From an optimization exercise on the open Yosys and OpenROAD flow, aimed at small area, a short achievable clock period and few clock cycles per item; shortcuts taken in it are not production practice.

==> flow/design.v (excerpt) <==
module dct8_stream #(
    parameter int IN_W        = 8,
    parameter int OUT_W       = 14,
    parameter int LEVEL_SHIFT = 0
) (
    input  logic                    clk,
    input  logic                    rst,
    input  logic                    en,
    input  logic                    in_valid,
    output logic                    in_ready,
    input  logic [IN_W-1:0]         x0,
    input  logic [IN_W-1:0]         x1,
    input  logic [IN_W-1:0]         x2,
    input  logic [IN_W-1:0]         x3,
    input  logic [IN_W-1:0]         x4,
    input  logic [IN_W-1:0]         x5,
    input  logic [IN_W-1:0]         x6,
    input  logic [IN_W-1:0]         x7,
    output logic                    out_valid,
    input  logic                    out_ready,
    output logic signed [OUT_W-1:0] y0,
    output logic signed [OUT_W-1:0] y1,
    output logic signed [OUT_W-1:0] y2,
    output logic signed [OUT_W-1:0] y3,
    output logic signed [OUT_W-1:0] y4,
    output logic signed [OUT_W-1:0] y5,
    output logic signed [OUT_W-1:0] y6,
    output logic signed [OUT_W-1:0] y7
);
clock: 12.0 ns
lec_check: 0
cap_margin: 20
core_margin: 2
core_utilization: 50
slew_margin: 20
synth_hierarchical: 1
standard.sh (not shown) runs the stock make flow with config.mk's settings and CLKGATE_MAP_FILE= SYNTH_SCRIPT=/design/flow/synth_recipe.tcl, a recipe that flattens the netlist after the stock synthesis.
==> flow/flow/run.sh <==
#!/bin/bash
# Standard ORFS layout, with repair_timing aiming below the clock period and
# plain buffers on the ports.
set -euo pipefail
bash standard.sh SETUP_SLACK_MARGIN=7.4 "BUFFER_PORTS_ARGS=-buffer_cell sky130_fd_sc_hd__buf_2" finish > standard_flow.log 2>&1
Rerun with:
--- a/flow/design.v
+++ b/flow/design.v
@@ -1761,22 +1761,22 @@
     dct_fa us15 (.a(ss_r[8]), .b(sc_r[7]), .c(a3_r[8]), .s(s15), .co(c16));
     assign s17 = es_r[1] ^ ec_r[0];
     assign c18 = es_r[1] | ec_r[0];
     dct_fa us19 (.a(es_r[2]), .b(ec_r[1]), .c(~a3_r[2]), .s(s19), .co(c20));
     dct_fa us21 (.a(es_r[3]), .b(ec_r[2]), .c(~a3_r[3]), .s(s21), .co(c22));
     dct_fa us23 (.a(es_r[4]), .b(ec_r[3]), .c(~a3_r[4]), .s(s23), .co(c24));
     dct_fa us25 (.a(es_r[5]), .b(ec_r[4]), .c(~a3_r[5]), .s(s25), .co(c26));
     dct_fa us27 (.a(es_r[6]), .b(ec_r[5]), .c(~a3_r[6]), .s(s27), .co(c28));
     dct_fa us29 (.a(es_r[7]), .b(ec_r[6]), .c(~a3_r[7]), .s(s29), .co(c30));
     dct_fa us31 (.a(es_r[8]), .b(ec_r[7]), .c(~a3_r[8]), .s(s31), .co(c32));
-    dct_addsub #(.W(9), .SUB(1)) ud0 (.a(a0_r), .b(a3_r), .y(d0));
-    dct_addsub #(.W(9), .SUB(1)) ud1 (.a(a1_r), .b(a2_r), .y(d1));
+    dct_sub_cs ud0 (.a(a0_r), .b(a3_r), .y(d0));
+    dct_sub_cs ud1 (.a(a1_r), .b(a2_r), .y(d1));
     dct_fa us33 (.a(~a3_r[0]), .b(a3_r[1]), .c(ss_r[0]), .s(s33), .co(c34));
     dct_fa us35 (.a(sc_r[8]), .b(a3_r[1]), .c(ss_r[0]), .s(s35), .co(c36));
     dct_ha us37 (.a(s1), .b(c16), .s(s37), .co(c38));
     dct_ha us39 (.a(c2), .b(c14), .s(s39), .co(c40));
     dct_fa us41 (.a(ss_r[0]), .b(a3_r[0]), .c(a3_r[1]), .s(s41), .co(c42));
     dct_ha us43 (.a(c10), .b(c6), .s(s43), .co(c44));
     dct_fa us45 (.a(a3_r[1]), .b(c12), .c(c8), .s(s45), .co(c46));
     dct_fa us47 (.a(s1), .b(c4), .c(s5), .s(s47), .co(c48));
     dct_fa us49 (.a(c14), .b(c10), .c(s15), .s(s49), .co(c50));
     dct_fa us51 (.a(c2), .b(c6), .c(s7), .s(s51), .co(c52));
@@ -2740,21 +2740,21 @@
 endmodule
 module dct_carry #(
     parameter int         W  = 8,
     parameter logic [W-1:0] IA = '0,
     parameter logic [W-1:0] IB = '0
 ) (
     input  logic [W-1:0] a,
     input  logic [W-1:0] b,
     output logic         co
 );
-    localparam int L = $clog2(W);
+    localparam int L = (W <= 1) ? 0 : (W <= 2) ? 1 : (W <= 4) ? 2 : (W <= 8) ? 3 : (W <= 16) ? 4 : 5;
     logic [W-1:0] ae, be;
     logic [W-1:0] g [L+1];
     logic [W-1:0] t [L+1];
     assign ae   = a ^ IA;
     assign be   = b ^ IB;
     assign g[0] = ae & be;
     assign t[0] = ae | be;
     for (genvar l = 0; l < L; l++) begin : g_lvl
         for (genvar i = 0; i < W; i++) begin : g_bit
             if (((i >> l) & 1) == 1) begin : g_op
@@ -2817,10 +2817,41 @@
     assign p0[0] = 1'b1;
     assign p1[0] = 1'b1;
     for (genvar j = 1; j < 5; j++) begin : g_p
         assign p0[j] = &u0[j-1:0];
         assign p1[j] = &u1[j-1:0];
     end
     assign ch     = c5 | (cl & (&u0));
     assign y[4:0] = u0 ^ ({5{cl}} & p0);
     assign y[9:5] = u1 ^ ({5{ch}} & p1);
 endmodule
+module dct_sub_cs (
+    input  logic [8:0] a,
+    input  logic [8:0] b,
+    output logic [9:0] y
+);
+    logic [4:0] lo, h0, h1;
+    logic       c5;
+    dct_subl u_lo (.a(a[4:0]), .b(b[4:0]), .y(lo), .co(c5));
+    dct_subh #(.CI(0)) u_h0 (.a(a[8:5]), .b(b[8:5]), .y(h0));
+    dct_subh #(.CI(1)) u_h1 (.a(a[8:5]), .b(b[8:5]), .y(h1));
+    assign y = {c5 ? h1 : h0, lo};
+endmodule
+module dct_subl (
+    input  logic [4:0] a,
+    input  logic [4:0] b,
+    output logic [4:0] y,
+    output logic       co
+);
+    assign {co, y} = {1'b0, a} + {1'b0, ~b} + 6'd1;
+endmodule
+module dct_subh #(
+    parameter int CI = 0
+) (
+    input  logic [3:0] a,
+    input  logic [3:0] b,
+    output logic [4:0] y
+);
+    logic [4:0] t;
+    assign t = {1'b0, a} + {1'b0, ~b} + 5'(CI);
+    assign y = {~t[4], t[3:0]};
+endmodule
=> Clock skew rose by 17 ps. Final cell count rose by 0.70%. Count of clock-buffer cells in the layout is lower by 2. Worst hold slack got worse by 8.3 ps.
No functional check of the RTL was part of any run of this note.

re-timing with driven ports:
Ports are ideal in the flow. The routed layouts listed here were re-timed in OpenROAD. Step 1 (the two cells are an assumption about what drives the block):
set clk [get_ports {clk}]
set_driving_cell -lib_cell sky130_fd_sc_hd__clkbuf_16 $clk
set_driving_cell -lib_cell sky130_fd_sc_hd__buf_2 [delete_from_list [all_inputs] $clk]
Step 2 times the ports against the registers' clock, not the clock port: input delays grow and output delays shrink by t, the midpoint of the rising clock arrivals with the driver on. a / b / c = ideal ports / drivers / drivers and shift; a / b = the first two.
run	t (ns)	setup WS [ns]	latest minus earliest clock arrival (ns)
the first run	0.623	7.418 / 7.418 / 6.877	0.017 / 0.017
the second run	0.621	7.330 / 7.330 / 6.901	0.033 / 0.033
After both steps every run listed still meets setup and hold. For the first run, which loses most, drivers alone change the setup slack by 0.000 ns; drivers and shift together by -0.541 ns.
